What follows belongs to an exercise in optimizing a design on an open flow for small area; a production flow would make more cautious choices. In this exercise RTL edits were held to simulation tests only and were not proved equivalent to the original. Power and IR drop assume default switching activity. No driver is modelled on the clock port, so clocking that relies on it looks cheaper here than on a real chip.

==> flow/design.v <==
module axis_pingpong_frame_buffer #(
   parameter int DATA_WIDTH = 32,
   parameter int FRAME_LEN  = 24,
   parameter int CNT_WIDTH  = 16
) (
   input  logic                         i_clk,
   input  logic                         i_rst,
   input  logic [DATA_WIDTH-1:0]        s_axis_tdata,
   input  logic                         s_axis_tvalid,
   output logic                         s_axis_tready,
   output logic [DATA_WIDTH-1:0]        m_axis_tdata,
   output logic                         m_axis_tvalid,
   input  logic                         m_axis_tready,
   output logic                         m_axis_tlast,
   output logic [1:0]                   o_bank_full,
   output logic [CNT_WIDTH-1:0]         o_frame_cnt
);
   localparam int               PTR_W    = 5;
   function automatic logic [4:0] ptr_next(input logic [4:0] p);
      ptr_next = {p[3:0], ~(p[4] ^ p[2])};
   endfunction
   function automatic logic ptr_at_last(input logic [4:0] p);
      ptr_at_last = p[4] & p[3] & ~p[2] & ~p[0];
   endfunction
   logic [DATA_WIDTH-1:0] bank0_r [FRAME_LEN];
   logic [DATA_WIDTH-1:0] bank1_r [FRAME_LEN];
   logic [1:0]            full_r;
   logic                  wr_bank_r, rd_bank_r;
   logic [PTR_W-1:0]      wr_ptr_r, rd_ptr_r;
   logic                  s_tready_s;
   logic [DATA_WIDTH-1:0] m_tdata_r;
   logic                  m_tvalid_r, m_tlast_r;
   logic [CNT_WIDTH-1:0]  frame_cnt_r;
   logic                  wr_last_s;
   logic                  wr_fire_s, wr_close_s, out_free_s, rd_load_s, rd_last_s;
   logic                  tlast_acc_s, shift0_s, shift1_s;
   logic [1:0]            full_s;
   logic                  wr_bank_s, rd_bank_s, m_tvalid_s, m_tlast_s;
   assign s_tready_s  = ~full_r[wr_bank_r];
   assign wr_fire_s   = s_axis_tvalid & s_tready_s;
   assign wr_close_s  = wr_fire_s & wr_last_s;
   assign out_free_s  = ~m_tvalid_r | m_axis_tready;
   assign rd_load_s   = out_free_s & full_r[rd_bank_r];
   assign rd_last_s   = ptr_at_last(rd_ptr_r);
   assign wr_last_s   = ptr_at_last(wr_ptr_r);
   assign tlast_acc_s = m_axis_tready & m_tlast_r;
   assign shift0_s = (wr_fire_s & ~wr_bank_r) | (rd_load_s & ~rd_bank_r);
   assign shift1_s = (wr_fire_s &  wr_bank_r) | (rd_load_s &  rd_bank_r);
   always_comb begin
      full_s    = full_r;
      wr_bank_s = wr_bank_r;
      rd_bank_s = rd_bank_r;
      if (wr_close_s) begin
         full_s[wr_bank_r] = 1'b1;
         wr_bank_s         = ~wr_bank_r;
      end
      if (rd_load_s & rd_last_s) begin
         full_s[rd_bank_r] = 1'b0;
         rd_bank_s         = ~rd_bank_r;
      end
      if (rd_load_s) begin
         m_tvalid_s = 1'b1;
         m_tlast_s  = rd_last_s;
      end else if (m_axis_tready) begin
         m_tvalid_s = 1'b0;
         m_tlast_s  = 1'b0;
      end else begin
         m_tvalid_s = m_tvalid_r;
         m_tlast_s  = m_tlast_r;
      end
   end
   always_ff @(posedge i_clk) begin
      if (i_rst) begin
         full_r      <= 2'b00;
         wr_bank_r   <= 1'b0;
         rd_bank_r   <= 1'b0;
         wr_ptr_r    <= '0;
         rd_ptr_r    <= '0;
         m_tvalid_r  <= 1'b0;
         m_tlast_r   <= 1'b0;
         frame_cnt_r <= '0;
      end else begin
         full_r      <= full_s;
         wr_bank_r   <= wr_bank_s;
         rd_bank_r   <= rd_bank_s;
         m_tvalid_r  <= m_tvalid_s;
         m_tlast_r   <= m_tlast_s;
         if (wr_close_s) begin
            wr_ptr_r <= '0;
         end else if (wr_fire_s) begin
            wr_ptr_r <= ptr_next(wr_ptr_r);
         end
         if (rd_load_s) begin
            rd_ptr_r <= rd_last_s ? '0 : ptr_next(rd_ptr_r);
         end
         if (tlast_acc_s) begin
            frame_cnt_r <= frame_cnt_r + CNT_WIDTH'(1);
         end
      end
   end
   always_ff @(posedge i_clk) begin
      if (rd_load_s) begin
         m_tdata_r <= rd_bank_r ? bank1_r[FRAME_LEN-1] : bank0_r[FRAME_LEN-1];
      end
   end
   always_ff @(posedge i_clk) begin
      if (shift0_s) begin
         bank0_r[0] <= s_axis_tdata;
         for (int i = 1; i < FRAME_LEN; i++) bank0_r[i] <= bank0_r[i-1];
      end
      if (shift1_s) begin
         bank1_r[0] <= s_axis_tdata;
         for (int i = 1; i < FRAME_LEN; i++) bank1_r[i] <= bank1_r[i-1];
      end
   end
   assign s_axis_tready = s_tready_s;
   assign m_axis_tdata  = m_tdata_r;
   assign m_axis_tvalid = m_tvalid_r;
   assign m_axis_tlast  = m_tlast_r;
   assign o_bank_full   = full_r | ({2{m_tlast_r}} & {~rd_bank_r, rd_bank_r});
   assign o_frame_cnt   = frame_cnt_r;
endmodule
==> flow/flow/run.sh <==
#!/bin/bash
# Own layout flow: the standard ORFS flow (standard.sh, unchanged synthesis),
# with buf_1 port buffers and a clock tree of sized leaf clusters without
# dummy loads (settings in flow/cts.env). Output goes to standard.log.
set -euo pipefail
source flow/cts.env
export BUFFER_PORTS_ARGS="-buffer_cell sky130_fd_sc_hd__buf_1"
export CTS_ARGS="-sink_clustering_enable -repair_clock_nets -buf_list $CTS_BUF -sink_clustering_size $CTS_SIZE -sink_clustering_max_diameter $CTS_DIAM -dont_use_dummy_load"
bash standard.sh > standard.log 2>&1
==> flow/flow/cts.env <==
CTS_BUF=sky130_fd_sc_hd__clkbuf_8; CTS_SIZE=18; CTS_DIAM=60
==> flow/standard.sh <==
#!/bin/bash
# synth_recipe.tcl (not shown) runs the flow's synth.tcl, then flattens the netlist and writes it again
# the make line also repeats each setting of config.mk as NAME=value (left out here)
make -C /OpenROAD-flow-scripts/flow DESIGN_CONFIG=/design/flow/config.mk WORK_HOME=/design/flow/orfs CLKGATE_MAP_FILE= SYNTH_SCRIPT=/design/flow/synth_recipe.tcl "${@:-finish}"
==> flow/config.mk <==
export PLATFORM = sky130hd
export DESIGN_NAME = axis_pingpong_frame_buffer
export DESIGN_NICKNAME = axis_pingpong_frame_buffer
export VERILOG_FILES = /design/flow/design.v
export SDC_FILE = /design/flow/constraint.sdc
export NUM_CORES = 4
export LEC_CHECK = 0
export CAP_MARGIN = 0
export CORE_MARGIN = 2
export CORE_UTILIZATION = 60
export PLACE_DENSITY = 0.85
export SLEW_MARGIN = 0
==> flow/constraint.sdc <==
create_clock -name core_clock -period 5.0 [get_ports {i_clk}]
set_input_delay 1.0000 -clock core_clock [delete_from_list [all_inputs] [get_ports {i_clk}]]
set_output_delay 1.0000 -clock core_clock [all_outputs]
set_load 0.01 [all_outputs]
==> results of run 1 <==
==> power groups by stage <==
stage               Combinational (mW)  Clock (mW)  Sequential [mW]
finish                           0.169        5.16             15.1
global route                     0.190        5.82             15.1
CTS                              0.173        5.40             15.1
detailed placement               0.174           0             15.4
global placement                 0.159           0             15.4
floorplan                        0.104           0             15.5
==> final timing paths <==
kind | to | slack (ns) | cells after the start
worst max register to register | bank1_r[0][18] | 1.60 | 5
worst min register to register | bank1_r[16][7] | 0.39 | 0
worst min-delay path | bank1_r[16][7] | 0.39 | 0
worst max-delay path | bank1_r[0][18] | 1.60 | 5
==> cell families (layout without fill, tap and decap cells) <==
logic type	after synthesis	in the layout	synth area share [%]
flip-flops	1600	1600	97.6
AND/OR/NAND/NOR	72	72	0.813
multiplexers	37	37	0.852
AO/OA/AOI/OAI	26	26	0.330
buffers and inverters	16	223	0.148
XOR/XNOR	15	15	0.269
adder cells (fa/ha/maj)	1	1	0.0256
other	0	4	0
==> metal layers <==
layer | wire [microns] | track usage (%)
met5 | 13 | 0
met4 | 1170 | 4.53
met3 | 2360 | 2.72
met2 | 25300 | 20.1
met1 | 22000 | 16.1
==> cells in the final DEF (no fill, tap or decap), types with 3 or more instances in the layout <==
master / n
edfxtp_1: 1568
inv_1: 5
nand3_1: 10
nand4_1: 5
buf_4: 13
nor2_1: 18
nand2_1: 15
buf_12: 13
mux2_2: 33
clkbuf_8: 102
dfxtp_1: 31
diode_2: 4
a21oi_1: 15
xor2_1: 8
nor3_1: 7
mux2i_1: 3
buf_1: 88
xnor2_1: 7
a21o_1: 3
==> registers in the layout, indices dropped and copies added, names as in the netlist <==
register,count
m_tdata_r,32
frame_cnt_r,16
rd_bank_r,1
full_r,2
wr_ptr_r,5
bank1_r,768
m_tlast_r,1
wr_bank_r,1
rd_ptr_r,5
bank0_r,768
m_tvalid_r,1
==> final cells by class <==
| cell class | count | share of cell area (%) |
|---|---|---|
| multi-input combinational | 151 | 2.20 |
| timing repair buffer | 114 | 1.32 |
| inverter | 7 | 0.0502 |
| tap | 1060 | 2.53 |
| sequential | 1600 | 91.2 |
| antenna | 4 | 0.0191 |
| clock buffer | 102 | 2.68 |
==> per-stage QoR <==
stage	instance area, sq um	total power, mW	setup WS [ns]
global placement	50900	15.5	1.67
finish	52300	20.4	1.60
floorplan	48900	15.6	-14.08
detailed placement	50900	15.6	1.58
CTS	52300	20.7	1.53
global route	52300	21.1	1.40
==> qor.yml, run 1 <==
outcome:
  status: "timing/DRC/antenna clean"
cells_and_area:
  finalNetCount: 2013
  final-seq-area_sq_um: 47700
  drive_gt1_share_pct: 8.92
  areaGrowthSynthToFinish_pct: 6.98
  multiInputGateArea_sq_um: 1150
  fillers: 4769
  finalCoreUtilization_pct: 64.9
  instances_no_fill: 3038
clocking:
  numCtsBuffers: 102
  cts_tree: "yes"
  clk_pin_slew_ns: 0.11
  clkLatencyLatePin_ns: 0.71
  cts_sinks: 1600
  cts_buffer_depth: 3
  ctsResizeCount: 0
  ctsHoldBuffers: 0
  postCtsSetupBuffers: 0
  htreeDepth: 3
  cts-root-buf: "clkbuf_8"
yosys:
  synthDistinctLibCells: 40
  synthCells: 1767
  syn_avg_cell_area_sq_um: 27.7
  synth-seq-area-share_pct: 97.6
  synth_seq_cells: 1600
  synth_area_leader_cell: "edfxtp_1"
  synth_common_cells: "edfxtp_1, mux2_2, dfxtp_1"
  syn_nets: 1804
  synth.most_common_cell: "edfxtp_1"
  syn_area_sq_um: 48900
  synth_ff_type: "edfxtp_1"
  synth_top_area_share_pct: 96.3
  ys_warn_count: 3
  synth_edf_count: 1568
  async_flop_share_pct: 0
  synthTopCellsByArea: "edfxtp_1, dfxtp_1, mux2_2"
drt:
  drc_errors: 0
  vias: 15600
  wire_per_inst_microns: 16.8
  drtAntennaViolNets: 0
  routed_via_density: 5.12
  drt_first_pass_iters: 5
  wirelength_mm: 50.9
  drtIter0Drc: 1135
sta:
  rsz0062_at_grt: "false"
  fin_skew_ns: 0.0524
  setup_viol: 0
  period_share_pct: 68.0
  totalNegativeSetupSlack_ns: 0
  fmax_mhz: 294
  worst_slew_pin_slew_ns: 1.35
  holdWs_ns: 0.387
  hold_violations: 0
  slew_viol_final: 0
  layout_min_cycle_time_ns: 3.40
  relSlewSlack_pct: 10.1
min_path:
  min_path_type: "reg -> reg"
  hp-start: "bank1_r[15][7]"
power_and_ir_drop:
  clock_power_share_pct: 25.3
  leakage_nw: 16.4
  irDropWorstVdd_v: 0.000232
  p_per_area_nw_per_um2: 390
  comb_power_share_pct: 0.8
  internal_power_mw: 16.9
  switchingPower_mw: 3.55
  p_seq_share_pct: 73.9
  swShare_pct: 17.4
floorplan:
  die_x_microns: 290
  row_count: 104
  initial_core_util_pct: 60.6
  core_area_sq_um: 80700
  dieHeight_microns: 290
  ios: 89
  die_area_sq_um: 83800
critical_path:
  cp_cell_sequence: "mux2i_1 > a21o_1 > o21ai_4 > buf_12 > buf_12"
  cp.arrival_ns: 3.70
  worstSetupStartpointType: "register"
  slowest_stage: "dfxtp_2"
  crit_type: "reg -> reg"
  required_ns: 5.30
  max_stage_delay_ns: 0.97
  crit_start: "rd_bank_r"
  cp_max_fo: 104
  crit_path_end_kind: "register"
  r2r_start: "rd_bank_r"
  path_buf_inv: 2
  crit_path_frequent_cell: "buf_12"
  crit_family: "flip-flops"
placed_design:
  gp_congestion: 0.717
  portBuffers: 88
  place_inst: 2932
  hpwl_mm: 28.9
grt:
  grt_pass1_vias: 15700
  grt_max_degree: 152
  grt_pass1_wl_mm: 79.7
  overflow: 0
  grtUsageTotal_pct: 12.2
  antenna_found_initial: 5
flow_run:
  drv_cap: 0
==> run 2, diff against run 1 <==
==> flow/flow/cts.env (replaced) <==
CTS_BUF=sky130_fd_sc_hd__clkbuf_8; CTS_SIZE=21; CTS_DIAM=50
==> run 2 against run 1 <==
Cell count increased by 0.33%; flip-flop and latch count unchanged; synthesized cell count unchanged; fmax increased by 1.4%; largest power group unchanged; first-iteration DRC count decreased by 5.9%; still clean on timing, DRC and antenna.
==> qor.yml, run 2 <==
outcome:
  status: "timing/DRC/antenna clean"
sta:
  slew_viol_final: 0
  rsz0062_at_grt: "false"
  fmax_mhz: 298
  setup_viol: 0
  fin_skew_ns: 0.106
  period_share_pct: 67.1
  relSlewSlack_pct: 10.8
  totalNegativeSetupSlack_ns: 0
  layout_min_cycle_time_ns: 3.36
  hold_violations: 0
  worst_slew_pin_slew_ns: 1.34
yosys:
  synth_mux_area_share_pct: 0.852
  synth_top_family_by_area: "multiplexers"
  syn_area_sq_um: 48900
  synthAdderAreaFrac_pct: 0.0256
  synth_top_area_share_pct: 96.3
  syn_nets: 1804
  synth_seq_cells: 1600
  ys_warn_count: 3
  synth.most_common_cell: "edfxtp_1"
  synthXorXnorAreaFrac_pct: 0.269
  syn_avg_cell_area_sq_um: 27.7
  synth_ff_type: "edfxtp_1"
  synthDistinctLibCells: 40
  synth_edf_count: 1568
  synth_area_leader_cell: "edfxtp_1"
  synth-simple-area-share_pct: 0.813
  synth_compound_area_share_pct: 0.330
  synth-seq-area-share_pct: 97.6
  async_flop_share_pct: 0
  synth_common_cells: "edfxtp_1, mux2_2, dfxtp_1"
  synthTopCellsByArea: "edfxtp_1, dfxtp_1, mux2_2"
  synthCells: 1767
critical_path:
  crit_path_end_kind: "register"
  crit_type: "reg -> reg"
  slowest_stage: "dfxtp_2"
  max_stage_delay_ns: 0.95
  cp.arrival_ns: 3.65
  worstSetupStartpointType: "register"
  cp_cell_sequence: "mux2i_1 > a21o_1 > o21ai_4 > buf_12 > buf_12"
  crit_path_frequent_cell: "buf_12"
  r2r_start: "rd_bank_r"
  crit_start: "rd_bank_r"
  cp_max_fo: 104
  required_ns: 5.29
power_and_ir_drop:
  irDropWorstVdd_v: 0.000247
  p_per_area_nw_per_um2: 393
  leakage_nw: 16.4
  finalPower_mw: 20.6
floorplan:
  row_count: 104
  die_area_sq_um: 83800
  initial_core_util_pct: 60.6
  die_x_microns: 290
  dieHeight_microns: 290
  ios: 89
  core_area_sq_um: 80700
cells_and_area:
  top_regs: "bank0_r: 768 flops, bank1_r: 768 flops, m_tdata_r: 32 flops"
  instances_no_fill: 3048
  final_common_cell: "edfxtp_1"
  areaGrowthSynthToFinish_pct: 7.26
  drive_gt1_share_pct: 9.38
  final-seq-area_sq_um: 47700
  most-common-layout-cells: "edfxtp_1, clkbuf_8, buf_1"
  fillers: 4761
  multiInputGateArea_sq_um: 1150
  finalNetCount: 2023
drt:
  drtAntennaViolNets: 0
  drt_first_pass_iters: 5
  drtIter0Drc: 1068
  vias: 15600
  wire_per_inst_microns: 16.7
  wirelength_mm: 51.0
  routed_via_density: 5.10
  drc_errors: 0
clocking:
  ctsHoldBuffers: 0
  cts_sinks: 1600
  postCtsSetupBuffers: 0
  htreeDepth: 3
  numCtsBuffers: 112
  cts-root-buf: "clkbuf_8"
  ctsResizeCount: 0
  clk_pin_slew_ns: 0.10
  cts_tree: "yes"
  clkLatencyLatePin_ns: 0.74
  cts_buffer_depth: 3
grt:
  antenna_found_initial: 5
  grt_pass1_vias: 15600
  overflow: 0
  grt_pass1_wl_mm: 79.6
  grtUsageTotal_pct: 12.2
  grt_max_degree: 152
flow_run:
  drv_cap: 0
min_path:
  hp-start: "bank0_r[19][26]"
  min_path_type: "reg -> reg"
placed_design:
  hpwl_mm: 28.9
  gp_congestion: 0.717
  place_inst: 2932
  portBuffers: 88
run 2: changes by cell type in the layout (fill, tap and decap cells not counted), sizes merged:
cell    before  now
clkbuf     102  112
run 2: final timing paths:
path,endpoint,slack (ns),cells past startpoint
setup / recovery,bank1_r[0][18],1.64,5
hold / removal,bank0_r[20][26],0.36,0
setup reg to reg,bank1_r[0][18],1.64,5
hold reg to reg,bank0_r[20][26],0.36,0
run 2: cells by family (layout without fill, tap and decap cells):
kind of cell | Yosys count | in the layout
AO/OA/AOI/OAI | 26 | 26
XOR/XNOR | 15 | 15
adder cells (fa/ha/maj) | 1 | 1
buffers and inverters | 16 | 233
flip-flops | 1600 | 1600
multiplexers | 37 | 37
other | 0 | 4
AND/OR/NAND/NOR | 72 | 72
run 2: cell type report:
cell class | count | share of cell area [%]
antenna | 4 | 0.0191
clock buffer | 112 | 2.94
tap | 1060 | 2.53
sequential | 1600 | 91.0
multi-input combinational | 151 | 2.19
inverter | 7 | 0.0501
timing repair buffer | 114 | 1.31
run 2: routing by layer:
| metal | track usage [%] | vias to the layer above | part of all wire [%] |
|---|---|---|---|
| met5 | 0 | - | 0.025 |
| met4 | 4.81 | 2 | 2.8 |
| met3 | 2.92 | 109 | 4.5 |
| met2 | 20.1 | 259 | 49 |
| met1 | 16.0 | 7749 | 43 |
| li1 | - | 7433 | - |
run 2: critical path: cells and delay by family, from the launching register on:
| family | cells | cell delay [ns] |
|---|---|---|
| AOI/OAI and AO/OA | 2 | 0.86 |
| DFF | 1 | 0.95 |
| muxes | 1 | 0.27 |
| buffers and inverters | 2 | 0.72 |
run 2: power breakdown:
group	switching [mW]	internal (mW)	total, mW
clock network	3.38	2.00	5.38
registers	0.0895	15.0	15.1
logic	0.137	0.0322	0.170
total	3.61	17.0	20.6
run 2: metrics by stage:
stage                     cell area (sq um)  worst slack [ns]  util (%)  hold slack (ns)
final                                 52500              1.64      65.0            0.362
after global routing                  52500              1.43      65.0            0.377
after CTS                             52500              1.56      65.0            0.375
after detailed placement              50900              1.58      63.1            0.405
after global placement                50900              1.67      63.1            0.400
after floorplan                       48900            -14.08         -            0.400
==> run 3, diff against run 2 <==
==> flow/flow/cts.env (replaced) <==
CTS_BUF=sky130_fd_sc_hd__clkbuf_16; CTS_SIZE=30; CTS_DIAM=70
==> run 3 against run 2 <==
Routed wire length up 14%; still clean; area after synthesis unchanged; core utilization up 0.16 points; sequential power about the same.
==> qor.yml, run 3 <==
drt:
  wire_per_inst_microns: 19.3
  drtIter0Drc: 1292
  drtAntennaViolNets: 0
  vias: 15700
  drc_errors: 0
  drt_first_pass_iters: 5
  routed_via_density: 5.24
  wirelength_mm: 57.9
flow_run:
  drv_cap: 0
critical_path:
  crit_type: "reg -> reg"
  cp_cell_sequence: "mux2i_1 > a21o_1 > o21ai_4 > buf_12 > buf_12"
  max_stage_delay_ns: 0.97
  cp.arrival_ns: 3.59
  crit_path_frequent_cell: "buf_12"
  required_ns: 5.24
  worstSetupStartpointType: "register"
  slowest_stage: "dfxtp_2"
  cp_max_fo: 104
  crit_path_end_kind: "register"
cells_and_area:
  top_regs: "bank0_r: 768 flops, bank1_r: 768 flops, m_tdata_r: 32 flops"
  drive_gt1_share_pct: 7.27
  final_common_cell: "edfxtp_1"
  finalNetCount: 1978
  instances_no_fill: 3002
  areaGrowthSynthToFinish_pct: 7.53
  most-common-layout-cells: "edfxtp_1, buf_1, clkbuf_16"
  design_area_sq_um: 52600
floorplan:
  row_count: 104
  core_area_sq_um: 80700
  die_x_microns: 290
  dieHeight_microns: 290
  die_area_sq_um: 83800
  initial_core_util_pct: 60.6
  ios: 89
yosys:
  synthTopCellsByArea: "edfxtp_1, dfxtp_1, mux2_2"
  synthCells: 1767
  syn_nets: 1804
  synth_common_cells: "edfxtp_1, mux2_2, dfxtp_1"
  synth.most_common_cell: "edfxtp_1"
  synth_area_leader_cell: "edfxtp_1"
  synth_seq_cells: 1600
  synth-seq-area-share_pct: 97.6
  ys_warn_count: 3
  synth_ff_type: "edfxtp_1"
  syn_area_sq_um: 48900
  synthDistinctLibCells: 40
  synth_top_area_share_pct: 96.3
  synth_edf_count: 1568
  syn_avg_cell_area_sq_um: 27.7
  async_flop_share_pct: 0
grt:
  overflow: 0
  antenna_found_initial: 4
  grtUsageTotal_pct: 14.1
  grt_pass1_vias: 16000
  grt_max_degree: 152
  grt_pass1_wl_mm: 89.8
power_and_ir_drop:
  leakage_nw: 16.5
  p_per_area_nw_per_um2: 403
  irDropWorstVdd_v: 0.000306
sta:
  worst_slew_pin_slew_ns: 1.35
  hold_violations: 0
  rsz0062_at_grt: "false"
  setup_viol: 0
  layout_min_cycle_time_ns: 3.35
  slew_viol_final: 0
  relSlewSlack_pct: 10.2
  fmax_mhz: 298
  totalNegativeSetupSlack_ns: 0
  period_share_pct: 67.0
  fin_skew_ns: 0.0756
placed_design:
  hpwl_mm: 28.9
  place_area_sq_um: 50900
  gp_congestion: 0.717
  portBuffers: 88
  place_inst: 2932
clocking:
  ctsHoldBuffers: 0
  clk_pin_slew_ns: 0.11
  cts-root-buf: "clkbuf_16"
  clkLatencyLatePin_ns: 0.66
  cts_tree: "yes"
  cts_sinks: 1600
  ctsResizeCount: 0
  htreeDepth: 3
  cts_buffer_depth: 3
  postCtsSetupBuffers: 0
  numCtsBuffers: 67
min_path:
  min_path_type: "reg -> reg"
outcome:
  status: "timing/DRC/antenna clean"
==> run 3: changes by cell type in the layout (fill, tap and decap cells not counted), sizes merged <==
cell    before  now
clkbuf     112   67
diode        4    3
==> run 3: per-stage QoR <==
step	hold WS [ns]	total power [mW]	setup WS, ns	util [%]
floorplan	0.400	15.6	-14.08	-
global placement	0.400	15.5	1.67	63.1
detailed placement	0.405	15.6	1.58	63.1
CTS	0.363	21.4	1.65	65.2
global route	0.369	21.9	1.46	65.2
finish	0.363	21.2	1.65	65.2
==> run 3: worst max-delay path, delay by kind of cell (launching register included) <==
| family | cells | cell delay [ns] |
|---|---|---|
| muxes | 1 | 0.28 |
| DFF | 1 | 0.97 |
| AOI/OAI and AO/OA | 2 | 0.86 |
| buffers and inverters | 2 | 0.73 |
==> run 3: final cells by class <==
class,count,area [sq um]
Timing Repair Buffer,114,688
Sequential cell,1600,47700
Tap cell,1060,1330
Clock buffer,67,1680
Multi-Input combinational cell,151,1150
Fill cell,4845,28100
Inverter,7,26.3
Antenna cell,3,7.51
==> run 3: per-layer routing <==
metal,share of wire [%],vias to the layer above,global-route usage (%)
met5,0.022,-,0
met3,3.7,100,2.57
met4,2.4,2,4.53
met1,42,7978,18.4
met2,52,267,24.5
li1,-,7375,-
==> run 3: logic make-up after synthesis <==
logic type,synth area share (%)
adders and majority gates,0.0256
buffers and inverters,0.148
xor gates and xnor gates,0.269
DFF,97.6
muxes,0.852
and+or+nand+nor,0.813
AOI/OAI and AO/OA,0.330
==> run 3: worst paths after layout <==
kind | from | to | slack [ns] | cells after the start
min | bank1_r[2][26] | bank1_r[3][26] | 0.36 | 0
min reg2reg | bank1_r[2][26] | bank1_r[3][26] | 0.36 | 0
max reg2reg | rd_bank_r | bank1_r[0][18] | 1.65 | 5
max | rd_bank_r | bank1_r[0][18] | 1.65 | 5
==> run 3: power breakdown <==
group / switching, mW / internal [mW] / total (mW) / leakage (nW)
clock network: 3.51 / 2.42 / 5.93 / 0.826
logic: 0.140 / 0.0322 / 0.173 / 0.680
registers: 0.106 / 15.0 / 15.1 / 15.0
total: 3.75 / 17.5 / 21.2 / 16.5
==> run 4, diff against run 3 <==
==> flow/flow/cts.env (replaced) <==
CTS_BUF=sky130_fd_sc_hd__buf_12; CTS_SIZE=28; CTS_DIAM=80
==> run 4 against run 3 <==
Still clean; sequential power hardly changed; critical path depth stayed put; global-route usage down 0.42 points; sequential share of layout area is 0.51 points higher; via count is 0.29% lower; cell count about the same.
==> qor.yml, run 4 <==
outcome:
  status: "timing/DRC/antenna clean"
floorplan:
  row_count: 104
  die_x_microns: 290
  die_area_sq_um: 83800
  core_area_sq_um: 80700
  ios: 89
  initial_core_util_pct: 60.6
  dieHeight_microns: 290
sta:
  setup_viol: 0
  layout_min_cycle_time_ns: 3.33
  slew_viol_final: 0
  fmax_mhz: 300
  layout_setup_ws_ns: 1.67
  totalNegativeSetupSlack_ns: 0
  worst_slew_pin_slew_ns: 1.36
  fin_skew_ns: 0.0431
  hold_violations: 0
  period_share_pct: 66.7
  rsz0062_at_grt: "false"
  relSlewSlack_pct: 9.67
critical_path:
  crit_end: "bank1_r[0][18]"
  r2r_start: "rd_bank_r"
  ff2ff_path_depth: 5
  worstSetupStartpointType: "register"
  r2r_setup_slack_ns: 1.67
  required_ns: 5.21
  cp_max_fo: 104
  crit_type: "reg -> reg"
  crit_start: "rd_bank_r"
  r2r-end: "bank1_r[0][18]"
  crit_path_end_kind: "register"
  cp.arrival_ns: 3.55
cells_and_area:
  design_area_sq_um: 52300
  finalNetCount: 1980
  drive_gt1_share_pct: 7.37
  areaGrowthSynthToFinish_pct: 6.93
  top_regs: "bank0_r: 768 flops, bank1_r: 768 flops, m_tdata_r: 32 flops"
  most-common-layout-cells: "edfxtp_1, buf_1, buf_12"
  final_common_cell: "edfxtp_1"
yosys:
  syn_area_sq_um: 48900
  synthXorXnorAreaFrac_pct: 0.269
  syn_avg_cell_area_sq_um: 27.7
  synth_area_leader_cell: "edfxtp_1"
  synthAdderAreaFrac_pct: 0.0256
  synthCells: 1767
  syn_nets: 1804
  synth_compound_area_share_pct: 0.330
  async_flop_share_pct: 0
  synth-simple-area-share_pct: 0.813
  synth_common_cells: "edfxtp_1, mux2_2, dfxtp_1"
  synth_top_family_by_area: "multiplexers"
  synth-seq-area-share_pct: 97.6
  synthDistinctLibCells: 40
  synth_ff_type: "edfxtp_1"
  synth.most_common_cell: "edfxtp_1"
  synth_seq_cells: 1600
  synth_mux_area_share_pct: 0.852
  synth_top_area_share_pct: 96.3
  ys_warn_count: 3
  synthTopCellsByArea: "edfxtp_1, dfxtp_1, mux2_2"
  synth_edf_count: 1568
placed_design:
  portBuffers: 88
  hpwl_mm: 28.9
  gp_congestion: 0.717
  place_area_sq_um: 50900
  pre_cts_slack_ns: 1.58
clocking:
  ctsResizeCount: 0
  htreeDepth: 3
  clkLatencyLatePin_ns: 0.56
  clk_pin_slew_ns: 0.10
  numCtsBuffers: 69
  postCtsSetupBuffers: 0
  cts_sinks: 1600
  cts-root-buf: "buf_12"
  cts_buffer_depth: 3
  cts_tree: "yes"
  ctsHoldBuffers: 0
flow_run:
  drv_cap: 0
power_and_ir_drop:
  irDropWorstVdd_v: 0.000302
  p_per_area_nw_per_um2: 402
  leakage_nw: 16.3
drt:
  routed_via_density: 5.22
  drtAntennaViolNets: 0
  drtIter0Drc: 1248
  vias: 15700
  drc_errors: 0
  wire_per_inst_microns: 18.8
  drt_first_pass_iters: 5
  wirelength_mm: 56.6
grt:
  grtUsageTotal_pct: 13.7
  grt_pass1_wl_mm: 87.7
  overflow: 0
  antenna_found_initial: 3
  grt_pass1_vias: 15900
  grt_max_degree: 152
min_path:
  min_path_cells: 0
  min_path_type: "reg -> reg"
run 4: cell count changes in the layout (fill, tap and decap cells not counted), sizes merged:
cell	delta
clkbuf	-67
buf	+69
run 4: final cells by class:
type                    instances  area (sq um)
well taps                    1060          1330
multi-input cells             151          1150
flip-flops and latches       1600         47700
inverters                       7          26.3
clock buffers                  69          1380
diodes                          3          7.51
repair buffers                114           688
fillers                      4876         28400
run 4: worst min path at each step:
stage / start / end / slack, ns
CTS: bank0_r[22][6] / bank0_r[23][6] / 0.39
global route: bank0_r[3][9] / bank0_r[4][9] / 0.39
global placement: bank0_r[9][27] / bank0_r[10][27] / 0.40
floorplan: bank0_r[9][0] / bank0_r[10][0] / 0.40
detailed placement: bank0_r[10][14] / bank0_r[11][14] / 0.40
finish: bank0_r[22][6] / bank0_r[23][6] / 0.39
run 4: cells by family after synthesis:
kind of cell,count (synthesis)
AOI/OAI and AO/OA,26
xor gates and xnor gates,15
adders and majority gates,1
buffers and inverters,16
DFF,1600
muxes,37
and+or+nand+nor,72
run 4: routing by layer:
layer  global-route usage, %  wire (microns)
met4                    3.83            1300
met3                    2.80            2210
met5                       0               0
met2                    23.7           29600
met1                    18.0           23500
run 4: metrics by stage:
step / util [%] / std cells / hold WS (ns) / power [mW]
after floorplan: - / 1767 / 0.400 / 15.6
after global placement: 63.1 / 2932 / 0.400 / 15.5
after detailed placement: 63.1 / 2932 / 0.405 / 15.6
after CTS: 64.8 / 3001 / 0.391 / 21.3
after global routing: 64.8 / 3001 / 0.390 / 21.7
final: 64.8 / 3004 / 0.389 / 21.0
run 4: critical path, cell delays in order, from the launching register on:
cell     delay (ns)
dfxtp_2        0.97
mux2i_1        0.27
a21o_1         0.35
o21ai_4        0.50
buf_12         0.30
buf_12         0.44
run 4: where the power goes:
group          switching (mW)  internal [mW]
combinational           0.139         0.0322
clock                    3.57           2.17
sequential              0.103           15.0
total                    3.82           17.2
==> run 5, diff against run 4 <==
==> flow/flow/cts.env (replaced) <==
CTS_BUF=sky130_fd_sc_hd__buf_12; CTS_SIZE=32; CTS_DIAM=60
==> run 5 against run 4 <==
Still clean on timing, DRC and antenna; core utilization rose by 0.25 points; register-to-register slack barely moved; sequential share of layout area fell by 0.34 points; via count barely moved; clock power rose by 5.6%.
==> qor.yml, run 5 <==
outcome:
  status: "timing/DRC/antenna clean"
placed_design:
  portBuffers: 88
  hpwl_mm: 28.9
  gp_congestion: 0.717
  pre_cts_slack_ns: 1.58
  place_inst: 2932
  place_area_sq_um: 50900
cells_and_area:
  design_area_sq_um: 52500
  areaGrowthSynthToFinish_pct: 7.33
  finalCoreUtilization_pct: 65.1
  drive_gt1_share_pct: 7.84
  final_common_cell: "edfxtp_1"
  top_regs: "bank0_r: 768 flops, bank1_r: 768 flops, m_tdata_r: 32 flops"
  most-common-layout-cells: "edfxtp_1, buf_12, buf_1"
  instances_no_fill: 3013
  finalNetCount: 1990
critical_path:
  crit_type: "reg -> reg"
  worstSetupStartpointType: "register"
  crit_path_end_kind: "register"
  cp.arrival_ns: 3.53
  cp_max_fo: 104
  required_ns: 5.18
sta:
  totalNegativeSetupSlack_ns: 0
  period_share_pct: 66.9
  setup_viol: 0
  hold_violations: 0
  layout_setup_ws_ns: 1.66
  layout_min_cycle_time_ns: 3.34
  fmax_mhz: 299
  worst_slew_pin_slew_ns: 1.36
  rsz0062_at_grt: "false"
  fin_skew_ns: 0.0919
  holdWs_ns: 0.359
  relSlewSlack_pct: 9.42
  slew_viol_final: 0
yosys:
  synth_ff_type: "edfxtp_1"
  syn_nets: 1804
  synth_seq_cells: 1600
  async_flop_share_pct: 0
  synth-simple-area-share_pct: 0.813
  synth_edf_count: 1568
  syn_area_sq_um: 48900
  synth_mux_area_share_pct: 0.852
  synth_common_cells: "edfxtp_1, mux2_2, dfxtp_1"
  synthTopCellsByArea: "edfxtp_1, dfxtp_1, mux2_2"
  synth-seq-area-share_pct: 97.6
  syn_avg_cell_area_sq_um: 27.7
  synthDistinctLibCells: 40
  synthXorXnorAreaFrac_pct: 0.269
  synth_compound_area_share_pct: 0.330
  synth_top_family_by_area: "multiplexers"
  synthAdderAreaFrac_pct: 0.0256
  synthCells: 1767
  synth_top_area_share_pct: 96.3
  ys_warn_count: 3
  synth.most_common_cell: "edfxtp_1"
  synth_area_leader_cell: "edfxtp_1"
clocking:
  clkLatencyLatePin_ns: 0.60
  cts_tree: "yes"
  cts_buffer_depth: 3
  cts-root-buf: "buf_12"
  numCtsBuffers: 79
  postCtsSetupBuffers: 0
  ctsHoldBuffers: 0
  ctsResizeCount: 0
  cts_sinks: 1600
  clk_pin_slew_ns: 0.11
  htreeDepth: 3
drt:
  drc_errors: 0
  drtIter0Drc: 1201
  wire_per_inst_microns: 18.6
  drtAntennaViolNets: 0
  wirelength_mm: 56.0
  drt_first_pass_iters: 5
  routed_via_density: 5.20
  vias: 15700
grt:
  grt_pass1_vias: 16000
  grt_max_degree: 152
  grtUsageTotal_pct: 13.6
  overflow: 0
  antenna_found_initial: 4
  grt_pass1_wl_mm: 87.3
power_and_ir_drop:
  leakage_nw: 16.4
  p_per_area_nw_per_um2: 407
  finalPower_mw: 21.4
  irDropWorstVdd_v: 0.000375
floorplan:
  ios: 89
  dieHeight_microns: 290
  die_area_sq_um: 83800
  initial_core_util_pct: 60.6
  core_area_sq_um: 80700
  row_count: 104
  die_x_microns: 290
flow_run:
  drv_cap: 0
min_path:
  min_path_type: "reg -> reg"
==> run 5: final timing paths <==
path	start	end	slack (ns)	depth (start not counted)
hold reg to reg	bank1_r[1][17]	bank1_r[2][17]	0.36	0
setup / recovery	rd_bank_r	bank1_r[0][18]	1.66	5
setup reg to reg	rd_bank_r	bank1_r[0][18]	1.66	5
hold / removal	bank1_r[1][17]	bank1_r[2][17]	0.36	0
==> run 5: power breakdown <==
| group | switching (mW) | internal, mW |
|---|---|---|
| registers | 0.101 | 15.0 |
| logic | 0.140 | 0.0322 |
| clock network | 3.60 | 2.46 |
==> run 5: cell families (layout without fill, tap and decap cells) <==
group | after synthesis | after routing
other cells | 0 | 2
flops | 1600 | 1600
xor+xnor | 15 | 15
compound gates | 26 | 26
mux | 37 | 37
fa+ha+maj | 1 | 1
buf+inv | 16 | 200
simple gates | 72 | 72
==> run 5: area by class of cell <==
class | instances | area (sq um)
flip-flops and latches | 1600 | 47700
inverters | 7 | 26.3
multi-input cells | 151 | 1150
clock buffers | 79 | 1580
diodes | 2 | 5.00
well taps | 1060 | 1330
repair buffers | 114 | 688
fillers | 4849 | 28200
==> run 5: routing by layer <==
| metal | routed length (microns) | share of wire, % | vias up | track usage [%] |
|---|---|---|---|---|
| li1 | - | - | 7401 | - |
| met1 | 23600 | 42 | 7920 | 18.0 |
| met2 | 29100 | 52 | 257 | 23.5 |
| met3 | 2200 | 3.9 | 94 | 2.80 |
| met4 | 1220 | 2.2 | 2 | 3.69 |
| met5 | 13 | 0.023 | - | 0 |
==> run 5: worst max-delay path: stages (launching register included) <==
cell	delay (ns)
dfxtp_2	0.96
mux2i_1	0.27
a21o_1	0.36
o21ai_4	0.50
buf_12	0.30
buf_12	0.43
==> run 6, diff against run 5 <==
==> flow/flow/cts.env (replaced) <==
CTS_BUF=sky130_fd_sc_hd__buf_12; CTS_SIZE=30; CTS_DIAM=80
--- a/flow/config.mk
+++ b/flow/config.mk
@@ -8,5 +8,5 @@
 export CAP_MARGIN = 0
 export CORE_MARGIN = 2
-export CORE_UTILIZATION = 60
-export PLACE_DENSITY = 0.85
+export CORE_UTILIZATION = 75
+export PLACE_DENSITY = 0.95
 export SLEW_MARGIN = 0
==> run 6 against run 5 <==
Clock skew shrank 0.045 ns; via count grew 2.5%; register-to-register slack lost 0.14 ns; clock power decreased by 11%; sequential power about the same; worst setup slack lost 0.14 ns; design area down 1.5%.
==> qor.yml, run 6 <==
clocking:
  htreeDepth: 2
  postCtsSetupBuffers: 0
  clkLatencyLatePin_ns: 0.63
  numCtsBuffers: 59
  clk_pin_slew_ns: 0.13
  cts_buffer_depth: 3
  cts_tree: "yes"
  cts-root-buf: "buf_12"
  ctsResizeCount: 0
  ctsHoldBuffers: 0
  cts_sinks: 1600
cells_and_area:
  most-common-layout-cells: "edfxtp_1, buf_1, buf_12"
  finalCoreUtilization_pct: 80.2
  drive_gt1_share_pct: 6.26
  finalNetCount: 1957
  top_regs: "bank0_r: 768 flops, bank1_r: 768 flops, m_tdata_r: 32 flops"
  final_common_cell: "edfxtp_1"
  areaGrowthSynthToFinish_pct: 5.71
  fillers: 2833
critical_path:
  crit_path_end_kind: "register"
  worstSetupStartpointType: "register"
  cp.arrival_ns: 3.74
  slowest_stage: "dfxtp_2"
  max_stage_delay_ns: 1.01
  path_buf_inv: 1
  crit_family: "flip-flops"
  cp_cell_sequence: "mux2i_1 > a21o_1 > o21ai_4 > buf_12"
  cp_max_fo: 165
  crit_type: "reg -> reg"
  required_ns: 5.25
drt:
  drc_errors: 0
  wirelength_mm: 67.8
  drt_first_pass_iters: 5
  drtIter0Drc: 1795
  vias: 16100
  wire_per_inst_microns: 24.4
  routed_via_density: 5.79
  drtAntennaViolNets: 0
yosys:
  ys_warn_count: 3
  async_flop_share_pct: 0
  syn_area_sq_um: 48900
  synth_top_area_share_pct: 96.3
  synth_edf_count: 1568
  synthDistinctLibCells: 40
  synth_ff_type: "edfxtp_1"
  synth_area_leader_cell: "edfxtp_1"
  syn_avg_cell_area_sq_um: 27.7
  synth-seq-area-share_pct: 97.6
  synth_common_cells: "edfxtp_1, mux2_2, dfxtp_1"
  synth.most_common_cell: "edfxtp_1"
  synthTopCellsByArea: "edfxtp_1, dfxtp_1, mux2_2"
  synthCells: 1767
  syn_nets: 1804
  synth_seq_cells: 1600
grt:
  grtUsageTotal_pct: 21.1
  grt_pass1_vias: 16600
  grt_max_degree: 174
  overflow: 0
  grt_pass1_wl_mm: 103
  antenna_found_initial: 2
sta:
  worst_slew_pin_slew_ns: 1.11
  slew_viol_final: 0
  layout_min_cycle_time_ns: 3.49
  period_share_pct: 69.7
  hold_violations: 0
  totalNegativeSetupSlack_ns: 0
  fin_skew_ns: 0.0473
  rsz0062_at_grt: "false"
  setup_viol: 0
  fmax_mhz: 287
  relSlewSlack_pct: 25.7
power_and_ir_drop:
  irDropWorstVdd_v: 0.000378
  leakage_nw: 16.1
  p_per_area_nw_per_um2: 401
floorplan:
  ios: 89
  die_x_microns: 259
  die_area_sq_um: 67300
  row_count: 93
  core_area_sq_um: 64500
  initial_core_util_pct: 75.9
  dieHeight_microns: 259
flow_run:
  drv_cap: 0
outcome:
  status: "timing/DRC/antenna clean"
placed_design:
  portBuffers: 88
  gp_congestion: 0.761
  hpwl_mm: 34.6
min_path:
  min_path_type: "reg -> reg"
[run 6: cell counts after synthesis]
No cell type changed its count.
[run 6: final cells by class]
class | instances | area (sq um) | share of cell area (%)
Sequential cell | 1600 | 47700 | 92.3
Antenna cell | 1 | 2.50 | 0.00484
Inverter | 7 | 26.3 | 0.0508
Multi-Input combinational cell | 151 | 1150 | 2.22
Timing Repair Buffer | 101 | 557 | 1.08
Tap cell | 855 | 1070 | 2.07
Clock buffer | 59 | 1180 | 2.28
[run 6: cells by family after synthesis]
logic type | Yosys count | share of synthesized area, %
and+or+nand+nor | 72 | 0.813
muxes | 37 | 0.852
DFF | 1600 | 97.6
AOI/OAI and AO/OA | 26 | 0.330
adders and majority gates | 1 | 0.0256
xor gates and xnor gates | 15 | 0.269
buffers and inverters | 16 | 0.148
[run 6: worst paths after layout]
| kind | cells past startpoint | endpoint | start | slack, ns |
|---|---|---|---|---|
| setup reg to reg | 4 | bank1_r[2][29] | rd_bank_r | 1.51 |
| hold / removal | 0 | bank1_r[20][14] | bank1_r[19][14] | 0.41 |
| setup / recovery | 4 | bank1_r[2][29] | rd_bank_r | 1.51 |
| hold reg to reg | 0 | bank1_r[20][14] | bank1_r[19][14] | 0.41 |
[run 6: per-stage QoR]
step / instances / setup WS (ns) / cell area, sq um / hold WS, ns / total power [mW]
2_1_floorplan: 1767 / -14.08 / 48900 / 0.400 / 15.6
3_3_place_gp: 2713 / 1.75 / 50500 / 0.400 / 15.5
3_5_place_dp: 2713 / 1.61 / 50500 / 0.405 / 15.6
4_1_cts: 2772 / 1.58 / 51700 / 0.407 / 20.9
5_1_grt: 2773 / 1.39 / 51700 / 0.406 / 21.3
6_report: 2774 / 1.51 / 51700 / 0.407 / 20.7
[run 6: routing by layer]
metal  track usage [%]  wire, microns  share of wire (%)  vias up
met4              4.26           1230                1.8        0
met5                 0              0                  0        -
met3              3.14           2900                4.3       88
met2              37.5          37600                 56      389
met1              28.7          26000                 38     8270
li1                  -              -                  -     7323
[run 6: worst register-to-register path, delay by kind of cell (launching register included)]
family	cells	cell delay, ns
flops	1	1.01
compound gates	2	0.95
buf+inv	1	0.68
mux	1	0.33
[run 6: power breakdown]
group          switching (mW)  internal [mW]  total [mW]
Combinational           0.144         0.0275       0.172
Sequential              0.133           15.0        15.1
Clock                    3.57           1.84        5.41
Total                    3.85           16.9        20.7
==> run 7, diff against run 6 <==
--- a/flow/config.mk
+++ b/flow/config.mk
@@ -8,5 +8,5 @@
 export CAP_MARGIN = 0
 export CORE_MARGIN = 2
-export CORE_UTILIZATION = 75
-export PLACE_DENSITY = 0.95
+export CORE_UTILIZATION = 60
+export PLACE_DENSITY = 0.85
 export SLEW_MARGIN = 0
==> run 7 against run 6 <==
Clock power is essentially flat; routed wire length down 18%; core utilization shrank 16 points; non-clock buffer count up 13; flip-flop and latch count unchanged; cell count grew 8.0%; critical path depth increased by 1; synthesized cell count unchanged; via count decreased by 2.6%; die area increased by 25%; critical endpoint is now bank1_r[0][18]; clock skew up 0.0032 ns.
==> qor.yml, run 7 <==
outcome:
  status: "timing/DRC/antenna clean"
sta:
  holdWs_ns: 0.364
  period_share_pct: 67.3
  fin_skew_ns: 0.0506
  fmax_mhz: 297
  rsz0062_at_grt: "false"
  worst_slew_pin_slew_ns: 1.35
  slew_viol_final: 0
  relSlewSlack_pct: 10.1
  setup_viol: 0
  layout_min_cycle_time_ns: 3.36
  hold_violations: 0
  totalNegativeSetupSlack_ns: 0
clocking:
  cts_buffer_depth: 3
  ctsResizeCount: 0
  numCtsBuffers: 61
  postCtsSetupBuffers: 0
  clk_pin_slew_ns: 0.11
  cts_sinks: 1600
  cts_tree: "yes"
  clkLatencyLatePin_ns: 0.61
  ctsHoldBuffers: 0
  htreeDepth: 2
  cts-root-buf: "buf_12"
floorplan:
  dieHeight_microns: 290
  die_x_microns: 290
  ios: 89
  core_area_sq_um: 80700
  initial_core_util_pct: 60.6
  die_area_sq_um: 83800
  row_count: 104
grt:
  grt_util_met2_pct: 23.5
  overflow: 0
  top_usage_layer: "met2"
  grtUsageTotal_pct: 13.5
  grt_use_met3_pct: 2.66
  grt_use_met1_pct: 17.9
  grt_pass1_vias: 15800
  grt_max_degree: 152
  antenna_found_initial: 4
  grt_pass1_wl_mm: 86.8
yosys:
  synthDistinctLibCells: 40
  synth_seq_cells: 1600
  synth_area_leader_cell: "edfxtp_1"
  ys_warn_count: 3
  synth_common_cells: "edfxtp_1, mux2_2, dfxtp_1"
  async_flop_share_pct: 0
  synthCells: 1767
  synth_ff_type: "edfxtp_1"
  synth_top_area_share_pct: 96.3
  syn_area_sq_um: 48900
  synthTopCellsByArea: "edfxtp_1, dfxtp_1, mux2_2"
  syn_nets: 1804
  synth-seq-area-share_pct: 97.6
  synth.most_common_cell: "edfxtp_1"
  synth_edf_count: 1568
  syn_avg_cell_area_sq_um: 27.7
placed_design:
  place_inst: 2932
  gp_congestion: 0.717
  place_area_sq_um: 50900
  portBuffers: 88
  hpwl_mm: 28.9
drt:
  wirelength_mm: 55.8
  vias: 15700
  wire_per_inst_microns: 18.6
  drt_first_pass_iters: 5
  drc_errors: 0
  routed_via_density: 5.23
  drtIter0Drc: 1176
  drtAntennaViolNets: 0
power_and_ir_drop:
  finalPower_mw: 20.7
  irDropWorstVdd_v: 0.000342
  p_per_area_nw_per_um2: 396
  leakage_nw: 16.2
cells_and_area:
  instances_no_fill: 2996
  areaGrowthSynthToFinish_pct: 6.60
  fillers: 4881
  drive_gt1_share_pct: 6.98
  design_area_sq_um: 52100
  most-common-layout-cells: "edfxtp_1, buf_1, buf_12"
  final_common_cell: "edfxtp_1"
  top_regs: "bank0_r: 768 flops, bank1_r: 768 flops, m_tdata_r: 32 flops"
  finalNetCount: 1972
critical_path:
  cp_max_fo: 104
  slowest_stage: "dfxtp_2"
  crit_type: "reg -> reg"
  required_ns: 5.24
  r2r_start: "rd_bank_r"
  r2r-end: "bank1_r[0][18]"
  crit_path_frequent_cell: "buf_12"
  crit_path_end_kind: "register"
  ff2ff_path_depth: 5
  r2r_setup_slack_ns: 1.64
  path_buf_inv: 2
  crit_family: "flip-flops"
  worstSetupStartpointType: "register"
  cp_cell_sequence: "mux2i_1 > a21o_1 > o21ai_4 > buf_12 > buf_12"
  max_stage_delay_ns: 0.97
  cp.arrival_ns: 3.60
min_path:
  min_path_cells: 0
  hp-start: "bank1_r[2][9]"
  min_to: "bank1_r[3][9]"
  min_path_type: "reg -> reg"
flow_run:
  drv_cap: 0
run 7: worst max-delay path by stage:
stage                        from  depth (start not counted)              to
finish                  rd_bank_r                          5  bank1_r[0][18]
global route            rd_bank_r                          5  bank1_r[0][18]
CTS                     rd_bank_r                          5  bank1_r[0][18]
detailed placement  m_axis_tready                          6  bank1_r[0][10]
global placement    m_axis_tready                          6  bank1_r[0][18]
floorplan           s_axis_tvalid                          2   bank0_r[0][0]
run 7: layout make-up:
| cell class | count | area [sq um] | share of cell area (%) |
|---|---|---|---|
| flip-flops and latches | 1600 | 47700 | 91.5 |
| well taps | 1060 | 1330 | 2.54 |
| clock buffers | 61 | 1220 | 2.34 |
| multi-input cells | 151 | 1150 | 2.21 |
| repair buffers | 114 | 688 | 1.32 |
| inverters | 7 | 26.3 | 0.0504 |
| diodes | 3 | 7.51 | 0.0144 |
run 7: cells by family after synthesis:
kind of cell	share of synthesized area [%]
compound gates	0.330
xor+xnor	0.269
fa+ha+maj	0.0256
buf+inv	0.148
flops	97.6
mux	0.852
simple gates	0.813
run 7: stage by stage:
stage                     util, %  setup slack (ns)
after floorplan                 -            -14.08
after global placement       63.1              1.67
after detailed placement     63.1              1.58
after CTS                    64.6              1.64
after global routing         64.6              1.43
final                        64.6              1.64
run 7: where the power goes:
group,internal (mW),switching (mW)
Sequential,15.0,0.102
Combinational,0.0322,0.139
Clock,1.89,3.50
run 7: metal layers:
metal,wire (microns),share of wire [%],up-vias
li1,-,-,7357
met1,23300,42,7994
met2,29300,53,238
met3,2290,4.1,66
met4,904,1.6,2
met5,13,0.023,-
==> run 8, diff against run 7 <==
==> flow/flow/cts.env (replaced) <==
CTS_BUF=sky130_fd_sc_hd__buf_12; CTS_SIZE=30; CTS_DIAM=120
==> run 8 against run 7 <==
Routed wire length fell by 0.40%; critical path type unchanged; non-clock buffer count is the same; register-to-register slack better by 0.02 ns; die area unchanged; worst setup slack gained 0.024 ns; via count shrank 0.46%; sequential power about the same; total power shrank 0.45%.
==> qor.yml, run 8 <==
power_and_ir_drop:
  switchingPower_mw: 3.70
  leakage_nw: 16.2
  irDropWorstVdd_v: 0.000329
  clock_power_share_pct: 25.7
  finalPower_mw: 20.6
  comb_power_share_pct: 0.8
  p_seq_share_pct: 73.4
  p_per_area_nw_per_um2: 395
  internal_power_mw: 16.9
  swShare_pct: 18.0
yosys:
  synth_ff_type: "edfxtp_1"
  syn_area_sq_um: 48900
  synth_top_area_share_pct: 96.3
  synth_area_leader_cell: "edfxtp_1"
  synth_seq_cells: 1600
  synthCells: 1767
  ys_warn_count: 3
  async_flop_share_pct: 0
  synth_edf_count: 1568
  syn_nets: 1804
  synth_common_cells: "edfxtp_1, mux2_2, dfxtp_1"
  synthTopCellsByArea: "edfxtp_1, dfxtp_1, mux2_2"
  synth.most_common_cell: "edfxtp_1"
  synthDistinctLibCells: 40
  synth-seq-area-share_pct: 97.6
  syn_avg_cell_area_sq_um: 27.7
critical_path:
  cp_cell_sequence: "mux2i_1 > a21o_1 > o21ai_4 > buf_12 > buf_12"
  slowest_stage: "dfxtp_2"
  crit_start: "rd_bank_r"
  required_ns: 5.25
  crit_type: "reg -> reg"
  crit_family: "flip-flops"
  cp_max_fo: 104
  crit_path_end_kind: "register"
  worstSetupStartpointType: "register"
  r2r_start: "rd_bank_r"
  max_stage_delay_ns: 0.98
  cp.arrival_ns: 3.59
  crit_path_frequent_cell: "buf_12"
  path_buf_inv: 2
grt:
  antenna_found_initial: 4
  grt_max_degree: 152
  grtUsageTotal_pct: 13.5
  grt_pass1_vias: 15700
  grt_pass1_wl_mm: 86.6
  overflow: 0
drt:
  drc_errors: 0
  vias: 15600
  wirelength_mm: 55.6
  drt_first_pass_iters: 5
  drtAntennaViolNets: 0
  routed_via_density: 5.21
  drtIter0Drc: 1178
  wire_per_inst_microns: 18.6
placed_design:
  hpwl_mm: 28.9
  gp_congestion: 0.717
  portBuffers: 88
  place_area_sq_um: 50900
  pre_cts_slack_ns: 1.58
cells_and_area:
  design_area_sq_um: 52100
  most-common-layout-cells: "edfxtp_1, buf_1, buf_12"
  areaGrowthSynthToFinish_pct: 6.52
  fillers: 4903
  drive_gt1_share_pct: 6.89
  final_common_cell: "edfxtp_1"
  final-seq-area_sq_um: 47700
  finalNetCount: 1970
  multiInputGateArea_sq_um: 1150
  top_regs: "bank0_r: 768 flops, bank1_r: 768 flops, m_tdata_r: 32 flops"
floorplan:
  initial_core_util_pct: 60.6
  core_area_sq_um: 80700
  ios: 89
  die_area_sq_um: 83800
  dieHeight_microns: 290
  row_count: 104
  die_x_microns: 290
clocking:
  cts_sinks: 1600
  postCtsSetupBuffers: 0
  clkLatencyLatePin_ns: 0.61
  cts-root-buf: "buf_12"
  ctsHoldBuffers: 0
  cts_tree: "yes"
  ctsResizeCount: 0
  cts_buffer_depth: 3
  numCtsBuffers: 59
  clk_pin_slew_ns: 0.11
  htreeDepth: 2
sta:
  worst_slew_pin_slew_ns: 1.33
  fin_skew_ns: 0.0523
  layout_min_cycle_time_ns: 3.34
  totalNegativeSetupSlack_ns: 0
  period_share_pct: 66.8
  setup_viol: 0
  rsz0062_at_grt: "false"
  relSlewSlack_pct: 11.0
  layout_setup_ws_ns: 1.66
  fmax_mhz: 299
  hold_violations: 0
  slew_viol_final: 0
min_path:
  min_path_type: "reg -> reg"
  hp-start: "bank1_r[2][9]"
outcome:
  status: "timing/DRC/antenna clean"
flow_run:
  drv_cap: 0
[run 8: kinds of logic after synthesis]
logic type,count (synthesis),synth area share (%)
fa+ha+maj,1,0.0256
flops,1600,97.6
buf+inv,16,0.148
compound gates,26,0.330
simple gates,72,0.813
xor+xnor,15,0.269
mux,37,0.852
[run 8: final cells by class]
class                      instances  share of cell area [%]
antenna                            3                  0.0144
clock buffer                      59                    2.27
inverter                           7                  0.0504
multi-input combinational        151                    2.21
sequential                      1600                    91.6
tap                             1060                    2.55
timing repair buffer             114                    1.32
[run 8: power by group through the flow]
stage                     Clock, mW  Sequential (mW)  Combinational, mW
after floorplan                   0             15.5              0.104
after global placement            0             15.4              0.159
after detailed placement          0             15.4              0.174
after CTS                      5.52             15.1              0.175
after global routing           5.86             15.1              0.192
final                          5.30             15.1              0.171
[run 8: per-layer routing]
metal	GRT usage, %	vias to the layer above	share of wire [%]
met3	2.33	76	3.9
met4	3.49	2	1.9
li1	-	7356	-
met2	23.2	234	52
met5	0	-	0.023
met1	18.1	7917	42
[run 8: stage by stage]
stage	hold slack, ns	util (%)	cells
6_report	0.356	64.6	2994
5_1_grt	0.355	64.6	2991
4_1_cts	0.359	64.6	2991
3_5_place_dp	0.405	63.1	2932
3_3_place_gp	0.400	63.1	2932
2_1_floorplan	0.400	-	1767
[run 8: worst paths after layout]
path | end | slack, ns | cells past startpoint
setup reg to reg | bank1_r[4][22] | 1.66 | 5
hold reg to reg | bank1_r[3][9] | 0.36 | 0
hold / removal | bank1_r[3][9] | 0.36 | 0
setup / recovery | bank1_r[4][22] | 1.66 | 5
==> run 9, diff against run 8 <==
==> flow/flow/cts.env (replaced) <==
CTS_BUF=sky130_fd_sc_hd__buf_12; CTS_SIZE=28; CTS_DIAM=80
--- a/flow/config.mk
+++ b/flow/config.mk
@@ -8,5 +8,5 @@
 export CAP_MARGIN = 0
 export CORE_MARGIN = 2
-export CORE_UTILIZATION = 60
-export PLACE_DENSITY = 0.85
+export CORE_UTILIZATION = 70
+export PLACE_DENSITY = 0.9
 export SLEW_MARGIN = 0
==> run 9 against run 8 <==
Clock skew decreased by 0.017 ns; critical path type unchanged; sequential power about the same; count of clock-buffer cells in the layout increased by 8; fmax decreased by 3.9%; still clean; routed wire length increased by 18%.
==> qor.yml, run 9 <==
critical_path:
  cp_cell_sequence: "mux2i_1 > a21o_1 > o21ai_4 > buf_12 > buf_12"
  cp.arrival_ns: 3.70
  crit_path_frequent_cell: "buf_12"
  path_buf_inv: 2
  crit_type: "reg -> reg"
  required_ns: 5.22
  worstSetupStartpointType: "register"
  cp_max_fo: 80
  max_stage_delay_ns: 0.95
  crit_family: "compound AO/OA/AOI/OAI gates"
  slowest_stage: "dfxtp_2"
  crit_path_end_kind: "register"
grt:
  grtUsageTotal_pct: 19.0
  overflow: 0
  grt_pass1_wl_mm: 99.9
  top_usage_layer: "met2"
  grt_util_met2_pct: 32.7
  grt_max_degree: 152
  antenna_found_initial: 4
  grt_use_met3_pct: 2.90
  grt_use_met1_pct: 26.0
  grt_pass1_vias: 16600
drt:
  drt_first_pass_iters: 5
  wirelength_mm: 65.6
  vias: 16200
  drtAntennaViolNets: 0
  routed_via_density: 5.62
  drtIter0Drc: 1631
  wire_per_inst_microns: 22.8
  drc_errors: 0
cells_and_area:
  multiInputGateArea_sq_um: 1150
  top_regs: "bank0_r: 768 flops, bank1_r: 768 flops, m_tdata_r: 32 flops"
  final-seq-area_sq_um: 47700
  areaGrowthSynthToFinish_pct: 6.60
  finalNetCount: 1981
  most-common-layout-cells: "edfxtp_1, buf_1, buf_12"
  fillers: 3410
  finalCoreUtilization_pct: 75.6
  final_common_cell: "edfxtp_1"
  drive_gt1_share_pct: 7.42
  design_area_sq_um: 52100
placed_design:
  portBuffers: 88
  hpwl_mm: 33.7
  place_area_sq_um: 50800
  gp_congestion: 0.703
floorplan:
  die_x_microns: 268
  core_area_sq_um: 68900
  die_area_sq_um: 72000
  initial_core_util_pct: 71.0
  ios: 89
  row_count: 96
  dieHeight_microns: 268
clocking:
  cts_tree: "yes"
  htreeDepth: 3
  numCtsBuffers: 67
  ctsHoldBuffers: 0
  postCtsSetupBuffers: 0
  clkLatencyLatePin_ns: 0.59
  clk_pin_slew_ns: 0.11
  cts-root-buf: "buf_12"
  cts_buffer_depth: 3
  cts_sinks: 1600
  ctsResizeCount: 0
yosys:
  synth_area_leader_cell: "edfxtp_1"
  synth_seq_cells: 1600
  syn_nets: 1804
  ys_warn_count: 3
  synth_common_cells: "edfxtp_1, mux2_2, dfxtp_1"
  synth.most_common_cell: "edfxtp_1"
  synth_ff_type: "edfxtp_1"
  synthDistinctLibCells: 40
  synth_top_area_share_pct: 96.3
  synth_edf_count: 1568
  async_flop_share_pct: 0
  synthTopCellsByArea: "edfxtp_1, dfxtp_1, mux2_2"
  syn_area_sq_um: 48900
  synthCells: 1767
  syn_avg_cell_area_sq_um: 27.7
  synth-seq-area-share_pct: 97.6
power_and_ir_drop:
  swShare_pct: 18.6
  finalPower_mw: 21.1
  p_seq_share_pct: 71.9
  p_per_area_nw_per_um2: 404
  comb_power_share_pct: 0.8
  leakage_nw: 16.3
  internal_power_mw: 17.1
  irDropWorstVdd_v: 0.000363
  clock_power_share_pct: 27.3
  switchingPower_mw: 3.91
min_path:
  min_path_type: "reg -> reg"
sta:
  fmax_mhz: 288
  fin_skew_ns: 0.0355
  slew_viol_final: 0
  holdWs_ns: 0.397
  setup_viol: 0
  totalNegativeSetupSlack_ns: 0
  relSlewSlack_pct: 38.0
  rsz0062_at_grt: "false"
  worst_slew_pin_slew_ns: 0.926
  period_share_pct: 69.5
  layout_min_cycle_time_ns: 3.48
  hold_violations: 0
flow_run:
  drv_cap: 0
outcome:
  status: "timing/DRC/antenna clean"
run 9: cell counts after synthesis:
No cell type changed its count.
run 9: metal layers:
metal	wire (microns)	vias to the layer above
met1	26600	8313
met3	2660	89
met5	13	-
li1	-	7379
met4	1430	2
met2	34900	368
run 9: through the flow:
stage               worst slack [ns]  instances
floorplan                     -14.08       1767
global route                    1.33       2873
finish                          1.52       2875
detailed placement              1.46       2805
CTS                             1.49       2872
global placement                1.64       2805
run 9: logic make-up after synthesis:
logic type,Yosys count,share of synthesized area (%)
adders and majority gates,1,0.0256
and+or+nand+nor,72,0.813
DFF,1600,97.6
xor gates and xnor gates,15,0.269
buffers and inverters,16,0.148
muxes,37,0.852
AOI/OAI and AO/OA,26,0.330
run 9: worst reg2reg max path, cell delays in order (launching register included):
cell     delay, ns
dfxtp_2       0.95
mux2i_1       0.32
a21o_1        0.37
o21ai_4       0.78
buf_12        0.30
buf_12        0.37
run 9: final timing paths:
path / startpoint / end / slack [ns] / depth (start not counted)
max: rd_bank_r / bank1_r[3][19] / 1.52 / 5
min: bank1_r[0][9] / bank1_r[1][9] / 0.40 / 0
max reg2reg: rd_bank_r / bank1_r[3][19] / 1.52 / 5
min reg2reg: bank1_r[0][9] / bank1_r[1][9] / 0.40 / 0
run 9: power groups by stage:
| stage | Combinational [mW] | Clock [mW] | Sequential, mW |
|---|---|---|---|
| detailed placement | 0.171 | 0 | 15.4 |
| global placement | 0.153 | 0 | 15.4 |
| global route | 0.191 | 6.31 | 15.2 |
| floorplan | 0.104 | 0 | 15.5 |
| finish | 0.173 | 5.75 | 15.1 |
| CTS | 0.174 | 5.92 | 15.1 |
run 9: cell type report:
class                      count  area share [%]
antenna                        2         0.00960
tap                          931            2.23
sequential                  1600            91.5
inverter                       7          0.0504
timing repair buffer         117            1.40
multi-input combinational    151            2.21
clock buffer                  67            2.57
==> run 10, diff against run 9 <==
==> flow/flow/cts.env (replaced) <==
CTS_BUF=sky130_fd_sc_hd__buf_12; CTS_SIZE=29; CTS_DIAM=80
--- a/flow/config.mk
+++ b/flow/config.mk
@@ -8,5 +8,5 @@
 export CAP_MARGIN = 0
 export CORE_MARGIN = 2
-export CORE_UTILIZATION = 70
-export PLACE_DENSITY = 0.9
+export CORE_UTILIZATION = 75
+export PLACE_DENSITY = 0.95
 export SLEW_MARGIN = 0
==> run 10 against run 9 <==
Area after synthesis unchanged; largest power group unchanged; clock skew increased by 0.015 ns; die area down 6.6%; register-to-register slack better by 0.13 ns; sequential share of layout area up 0.71 points; flip-flop and latch count stayed put; non-clock buffer count down 17; hold slack got worse by 0.0074 ns; worst setup slack gained 0.13 ns; critical path depth down 1; cell count is 3.5% lower; global-route usage grew 2.0 points.
==> qor.yml, run 10 <==
clocking:
  postCtsSetupBuffers: 0
  htreeDepth: 2
  cts_buffer_depth: 3
  cts_sinks: 1600
  clk_pin_slew_ns: 0.11
  cts_tree: "yes"
  clkLatencyLatePin_ns: 0.63
  numCtsBuffers: 61
  ctsResizeCount: 0
  cts-root-buf: "buf_12"
  ctsHoldBuffers: 0
min_path:
  min_to: "bank0_r[23][29]"
  min_path_type: "reg -> reg"
  hp-start: "bank0_r[22][29]"
  min_path_cells: 0
sta:
  totalNegativeSetupSlack_ns: 0
  rsz0062_at_grt: "false"
  period_share_pct: 66.9
  fin_skew_ns: 0.0509
  slew_viol_final: 0
  fmax_mhz: 299
  holdWs_ns: 0.389
  worst_slew_pin_slew_ns: 1.05
  layout_min_cycle_time_ns: 3.35
  hold_violations: 0
  relSlewSlack_pct: 29.8
  layout_setup_ws_ns: 1.65
  setup_viol: 0
yosys:
  synthTopCellsByArea: "edfxtp_1, dfxtp_1, mux2_2"
  async_flop_share_pct: 0
  synth.most_common_cell: "edfxtp_1"
  synth-seq-area-share_pct: 97.6
  ys_warn_count: 3
  synth_area_leader_cell: "edfxtp_1"
  synth_ff_type: "edfxtp_1"
  synthCells: 1767
  syn_avg_cell_area_sq_um: 27.7
  synth_common_cells: "edfxtp_1, mux2_2, dfxtp_1"
  synth_seq_cells: 1600
  synthDistinctLibCells: 40
  synth_edf_count: 1568
  synth_top_area_share_pct: 96.3
  syn_nets: 1804
  syn_area_sq_um: 48900
critical_path:
  required_ns: 5.24
  r2r_setup_slack_ns: 1.65
  cp_cell_sequence: "mux2i_1 > a21o_1 > o21ai_4 > buf_12"
  r2r-end: "bank1_r[1][19]"
  r2r_start: "rd_bank_r"
  crit_type: "reg -> reg"
  slowest_stage: "dfxtp_2"
  max_stage_delay_ns: 0.97
  crit_family: "flip-flops"
  crit_path_end_kind: "register"
  worstSetupStartpointType: "register"
  cp.arrival_ns: 3.59
  cp_max_fo: 165
  ff2ff_path_depth: 4
  path_buf_inv: 1
floorplan:
  die_area_sq_um: 67300
  initial_core_util_pct: 75.9
  core_area_sq_um: 64500
  ios: 89
  row_count: 93
  dieHeight_microns: 259
  die_x_microns: 259
drt:
  wire_per_inst_microns: 24.3
  drtAntennaViolNets: 0
  routed_via_density: 5.83
  wirelength_mm: 67.5
  drtIter0Drc: 1602
  drt_first_pass_iters: 5
  drc_errors: 0
  vias: 16200
cells_and_area:
  fillers: 2842
  final-seq-area_sq_um: 47700
  most-common-layout-cells: "edfxtp_1, buf_1, buf_12"
  finalNetCount: 1958
  top_regs: "bank0_r: 768 flops, bank1_r: 768 flops, m_tdata_r: 32 flops"
  multiInputGateArea_sq_um: 1150
  drive_gt1_share_pct: 6.36
  areaGrowthSynthToFinish_pct: 5.78
  final_common_cell: "edfxtp_1"
grt:
  overflow: 0
  antenna_found_initial: 2
  grt_pass1_wl_mm: 103
  grt_max_degree: 174
  grtUsageTotal_pct: 21.0
  grt_pass1_vias: 16800
placed_design:
  pre_cts_slack_ns: 1.61
  hpwl_mm: 34.6
  gp_congestion: 0.761
  portBuffers: 88
flow_run:
  drv_cap: 0
outcome:
  status: "timing/DRC/antenna clean"
power_and_ir_drop:
  p_per_area_nw_per_um2: 402
  irDropWorstVdd_v: 0.000408
  leakage_nw: 16.1
  finalPower_mw: 20.8
[run 10: worst reg2reg max path, stage by stage, from the launching register on]
cell     delay, ns
dfxtp_2       0.97
mux2i_1       0.28
a21o_1        0.37
o21ai_4       0.56
buf_12        0.66
[run 10: routing by layer]
metal	part of all wire [%]	wire, microns	global-route usage, %
met3	4.2	2810	2.97
met5	0	0	0
met1	39	26000	28.4
met4	2.4	1600	5.56
met2	55	37000	37.0
[run 10: power breakdown]
part           internal [mW]  switching, mW
sequential              15.0          0.133
combinational         0.0268          0.143
clock                   1.90           3.58
total                   16.9           3.86
[run 10: worst max path at each step]
stage | start | end | slack (ns) | depth (start not counted)
final | rd_bank_r | bank1_r[1][19] | 1.65 | 4
after global routing | rd_bank_r | bank1_r[14][23] | 1.49 | 4
after CTS | rd_bank_r | bank1_r[14][23] | 1.69 | 4
after detailed placement | m_axis_tready | bank1_r[0][19] | 1.61 | 5
after global placement | m_axis_tready | bank1_r[0][16] | 1.75 | 5
after floorplan | s_axis_tvalid | bank0_r[0][0] | -14.08 | 2
[run 10: metrics by stage]
stage                     area (sq um)  util (%)  cells
after floorplan                  48900         -   1767
after global placement           50500      78.4   2713
after detailed placement         50500      78.4   2713
after CTS                        51700      80.3   2774
after global routing             51700      80.3   2774
final                            51700      80.3   2775
[run 10: cell families (layout without fill, tap and decap cells)]
group / count (synthesis) / count (layout) / share of synthesized area, %
DFF: 1600 / 1600 / 97.6
and+or+nand+nor: 72 / 72 / 0.813
muxes: 37 / 37 / 0.852
AOI/OAI and AO/OA: 26 / 26 / 0.330
buffers and inverters: 16 / 168 / 0.148
xor gates and xnor gates: 15 / 15 / 0.269
adders and majority gates: 1 / 1 / 0.0256
other: 0 / 1 / 0
[run 10: final cells by class]
type,count,share of cell area [%]
antenna,1,0.00484
clock buffer,61,2.36
inverter,7,0.0508
multi-input combinational,151,2.22
sequential,1600,92.2
tap,855,2.07
timing repair buffer,100,1.06

Re-timed with assumed drivers on the ports (clkbuf_16 on the clock, buf_2 on other inputs), run 10 has 1.653 ns of setup slack against 1.653 ns with ideal ports, and 1.521 ns once port delays also move by the mid clock arrival of 0.652 ns.
